This is an optimization exercise on Yosys and OpenROAD, whose aim is small area, not a production implementation. Function was checked by simulation only, so behaviour that the tests miss may differ from the original. Power is estimated from default activity; no workload was simulated. The flow treats the clock pin as an ideal source, which a real chip does not have.

v55:
==> flow/design.v <==
module dmr_ins_inv (
  input  logic        wsel,
  input  logic        keep,
  input  logic [31:0] w,
  input  logic [31:0] prev,
  output logic [31:0] d
);
  assign d = ~(({32{wsel}} & w) | ({32{keep}} & prev));
endmodule
module dmr_ins_true (
  input  logic        wseln,
  input  logic        keepn,
  input  logic [31:0] wn,
  input  logic [31:0] prevn,
  output logic [31:0] d
);
  assign d = ~(({32{wseln}} | wn) & ({32{keepn}} | prevn));
endmodule
module dmr_aoi3 (
  input  logic [2:0]       sel,
  input  logic [2:0][31:0] din,
  output logic [31:0]      doutn
);
  assign doutn = ~(({32{sel[0]}} & din[0]) | ({32{sel[1]}} & din[1]) | ({32{sel[2]}} & din[2]));
endmodule
module dmr_nand6 (
  input  logic [5:0][31:0] dinn,
  output logic [31:0]      dout
);
  assign dout = ~(dinn[0] & dinn[1] & dinn[2] & dinn[3] & dinn[4] & dinn[5]);
endmodule
module data_mem_responder #(
  parameter int DEPTH       = 64,
  parameter int WAIT_CYCLES = 2
) (
  input  logic        clk,
  input  logic        reset,
  input  logic        mem_read,
  input  logic        mem_write,
  input  logic [31:0] addr,
  input  logic [31:0] wdata,
  output logic [31:0] rdata,
  output logic        ready,
  output logic        busy,
  output logic        err
);
  localparam int NPT = DEPTH / 4;   
  logic [DEPTH-1:0][31:0] ring;
  logic [5:0]  phase;
  logic        swept;
  logic [1:0]  cnt;
  logic [5:0]  capIdx;
  logic        capWrite;
  logic        capFault;
  logic        fault;
  logic [5:0]  useIdx;
  logic [31:0] useWdata;
  logic [31:0] useWdataN;
  logic        useWrite;
  logic [5:0]  pos;
  logic        sweep;
  logic [NPT-1:0] ptSel;
  logic [NPT-1:0] wsel;      
  logic [NPT-1:0] keep;      
  logic [17:0]   rsel;
  logic [17:0][31:0] rsrc;
  logic [5:0][31:0]  rpart;
  logic [31:0] rnext;
  logic [DEPTH-1:0][31:0] ringNext;
  logic [NPT-1:0][31:0]   insD;
  assign fault     = (addr[1:0] != 2'b00) || (addr[31:8] != 24'd0) || (mem_read && mem_write);
  assign busy      = (cnt != 2'd0);
  assign err       = ready && capFault;
  assign useIdx    = busy ? capIdx   : addr[7:2];
  assign useWdata  = busy ? rdata : wdata;
  assign useWdataN = ~useWdata;
  assign useWrite  = busy ? capWrite : (mem_write && !fault);
  assign pos       = useIdx + phase;
  assign sweep     = !swept;
  always_comb begin
    for (int k = 0; k < NPT; k++) begin
      ptSel[k] = (pos[1:0] == 2'b11) && (pos[5:2] == 4'(k));
      wsel[k]  = useWrite && ptSel[k];
      rsel[k]  = ptSel[k] && !sweep;
      keep[k]  = !wsel[(k+NPT-1)%NPT] && !sweep;
      rsrc[k]  = k[0] ? insD[(k+1)%NPT] : ring[4*k+3];
    end
    rsel[NPT]   = busy && (pos[1:0] != 2'b11);
    rsrc[NPT]   = rdata;
    rsel[NPT+1] = !busy && (pos[1:0] != 2'b11);
    rsrc[NPT+1] = wdata;
  end
  for (genvar g = 0; g < 6; g++) begin : g_rd
    dmr_aoi3 u_aoi (.sel(rsel[3*g+2:3*g]), .din(rsrc[3*g+2:3*g]), .doutn(rpart[g]));
  end
  dmr_nand6 u_rd (.dinn(rpart), .dout(rnext));
  for (genvar m = 0; m < NPT; m++) begin : g_pt
    if (m % 2 == 1) begin : g_inv
      dmr_ins_inv u_ins (
        .wsel(wsel[(m+NPT-1)%NPT]), .keep(keep[m]), .w(useWdata),
        .prev(ring[(4*m+DEPTH-1)%DEPTH]), .d(insD[m])
      );
    end else begin : g_true
      dmr_ins_true u_ins (
        .wseln(!wsel[(m+NPT-1)%NPT]), .keepn(!keep[m]), .wn(useWdataN),
        .prevn(ring[(4*m+DEPTH-1)%DEPTH]), .d(insD[m])
      );
    end
  end
  always_comb begin
    for (int i = 0; i < DEPTH; i++)
      ringNext[i] = (i % 4 == 0) ? insD[i/4] : ring[(i+DEPTH-1)%DEPTH];
  end
  always_ff @(posedge clk or negedge reset) begin
    if (!reset) begin
      phase <= 6'd0;
      swept <= 1'b0;
      cnt   <= 2'd0;
      ready <= 1'b0;
    end else begin
      phase <= phase + 6'd1;
      if (phase[1:0] == 2'b11) swept <= 1'b1;
      ready <= (cnt == 2'd3);
      if (busy) cnt <= cnt + 2'd1;
      else if (mem_read || mem_write) cnt <= 2'd1;
    end
  end
  always_ff @(posedge clk) begin
    if (!busy) begin
      capIdx   <= addr[7:2];
      capWrite <= mem_write && !fault;
      capFault <= fault;
    end
  end
  always_ff @(posedge clk) begin
    rdata <= rnext;
    ring  <= ringNext;
  end
endmodule
==> flow/config.mk <==
export PLATFORM = sky130hd
export DESIGN_NAME = data_mem_responder
export DESIGN_NICKNAME = data_mem_responder
export VERILOG_FILES = /design/flow/design.v
export SDC_FILE = /design/flow/constraint.sdc
export NUM_CORES = 4
export LEC_CHECK = 0
export CAP_MARGIN = 20
export CORE_MARGIN = 2
export CORE_UTILIZATION = 75
export GPL_ROUTABILITY_DRIVEN = 0
export SLEW_MARGIN = 20
export SYNTH_HIERARCHICAL = 1
==> flow/constraint.sdc <==
create_clock -name core_clock -period 7.0 [get_ports {clk}]
set_input_delay 1.4000 -clock core_clock [delete_from_list [all_inputs] [get_ports {clk}]]
set_output_delay 1.4000 -clock core_clock [all_outputs]
set_load 0.01 [all_outputs]
standard.sh (not shown) runs the stock make flow with config.mk's settings and CLKGATE_MAP_FILE= SYNTH_SCRIPT=/design/flow/synth_recipe.tcl, a recipe that flattens the netlist after the stock synthesis.
==> flow/flow/run.sh <==
#!/bin/bash
set -e
export CTS_ARGS="-sink_clustering_enable -repair_clock_nets -dont_use_dummy_load -buf_list sky130_fd_sc_hd__clkbuf_8 -sink_clustering_size 20 -sink_clustering_max_diameter 50"
export BUFFER_PORTS_ARGS="-buffer_cell sky130_fd_sc_hd__buf_1"
bash standard.sh > standard.log 2>&1
v55 finished all stages; the layout is clean.
Input-level comparison between v34 and v55:
- changing CORE_UTILIZATION from 75 to 70
- removing GPL_ROUTABILITY_DRIVEN (formerly 0)
==> flow/flow/run.sh <==
#!/bin/bash
set -e
export CTS_ARGS="-sink_clustering_enable -repair_clock_nets -dont_use_dummy_load -buf_list sky130_fd_sc_hd__clkbuf_16 -sink_clustering_size 32 -sink_clustering_max_diameter 70"
export BUFFER_PORTS_ARGS="-buffer_cell sky130_fd_sc_hd__buf_1"
bash standard.sh > standard.log 2>&1
--- outcome ---
- In summary, v34 completed successfully, with a layout that passed the timing, design-rule and antenna checks.
- The fraction of met2 tracks used by global routing reported for v34 is smaller than that of v55 by 1.3 points.
- Looking at number of well taps, v34 sits 77 higher than v55 does.
- On total global routing track utilization, v55 and v34 are neck and neck.
- Where net switching component of the power is concerned, v55 is better than v34.
- Relative to v55, cell count along the critical path decreased by 1 in v34.
Changes in v52 relative to v34:
- changing CORE_UTILIZATION from 70 to 75
- setting GPL_ROUTABILITY_DRIVEN to 0 for the first time
- setting GPL_TIMING_DRIVEN to 0 for the first time
==> flow/flow/run.sh <==
#!/bin/bash
set -e
export CTS_ARGS="-sink_clustering_enable -repair_clock_nets -dont_use_dummy_load -buf_list sky130_fd_sc_hd__clkbuf_8 -sink_clustering_size 20 -sink_clustering_max_diameter 50"
export BUFFER_PORTS_ARGS="-buffer_cell sky130_fd_sc_hd__buf_1"
bash standard.sh > standard.log 2>&1
Critical path depth ends up higher on v52. v52: done, clean on timing, DRC and antenna. For v52, the path type of the worst setup path was register to register, unlike v34, where it was input pin to register. Going from v34 to v52, final clock period utilization by the worst path grows by 25 points. Relative area change from synthesis to final layout came out higher on v52 than on v34. Changes observed in v52 relative to v34: internal cell power has decreased; sequential share of layout area shows a reduction of 0.89 points. v52 vs v34: total wire length down. Well tap count (v52 vs. v34) decreases by a little under 10%. Setup slack: v52 less than v34. Standard cell area after detailed placement was higher in v52 than in v34.
Edits applied to the flow inputs when going from v52 to v29:
- GPL_ROUTABILITY_DRIVEN no longer set, was 0
- GPL_TIMING_DRIVEN no longer set, was 0
Notes after the runs:
Non-clock buffer count, v29 vs v52: down by more than a quarter
On fraction of area in multi-input gates: v29 sits above v52.
On routing usage on met3: between v52 and v29, it ends up higher for v52.
Relative to v29, the following input files were edited for v39:
- GPL_TIMING_DRIVEN newly set to 0
### Flow results
Reported for v39 and v29, number of sequential cells in the layout turned out identical to the last digit. Re transition time at the pin with the least slew margin: v39 is 0.014 ns down on v29. Summary of v39 over v29: via count normalized by instance count dropped 0.52%, buffer count excluding the clock tree in the final layout climbed about 70%. In v39, flip-flop and latch share of the layout cell area is lower than in v29. v39 gives more layout overhead on the synthesized area than v29 did. Between v29 and v39, the number of cells upsized or downsized after cts does not differ in any meaningful way.

==> afterwards: timing with drivers on the ports <==
The results above use ideal ports. As a check the final layouts listed here were re-extracted and re-timed, cells and wires unchanged.
Step 1 (the two cells are an assumption about what drives the block):
set clk [get_ports {clk}]
set_driving_cell -lib_cell sky130_fd_sc_hd__clkbuf_16 $clk
set_driving_cell -lib_cell sky130_fd_sc_hd__buf_2 [delete_from_list [all_inputs] $clk]
Step 2, shift: input delay + t, output delay - t, t = (earliest + latest rising clock arrival at the registers) / 2. This alone moves slack from input paths to output paths.
a / b / c = ideal ports / drivers / drivers and shift; a / b = the first two.
run	t (ns)	slack for setup (ns)	hold WS [ns]	worst register clock-pin slew, ns	worst slew at a driven data input, ns
v55	0.839	1.451 / 1.451 / 1.183	0.276 / 0.276 / 0.276	0.12 / 0.12	0.11
v34	0.714	1.973 / 2.021 / 1.311	0.283 / 0.283 / 0.283	0.12 / 0.12	0.13
v52	0.866	0.227 / 0.227 / 0.227	0.290 / 0.290 / 0.290	0.12 / 0.12	0.05
v29	0.839	1.451 / 1.451 / 1.183	0.276 / 0.276 / 0.276	0.12 / 0.12	0.11
v39	0.841	0.161 / 0.161 / 0.161	0.278 / 0.278 / 0.278	0.12 / 0.12	0.08
After both steps every run listed still meets setup and hold. For v34, which loses most, drivers alone change the setup slack by +0.048 ns; drivers and shift together by -0.662 ns.
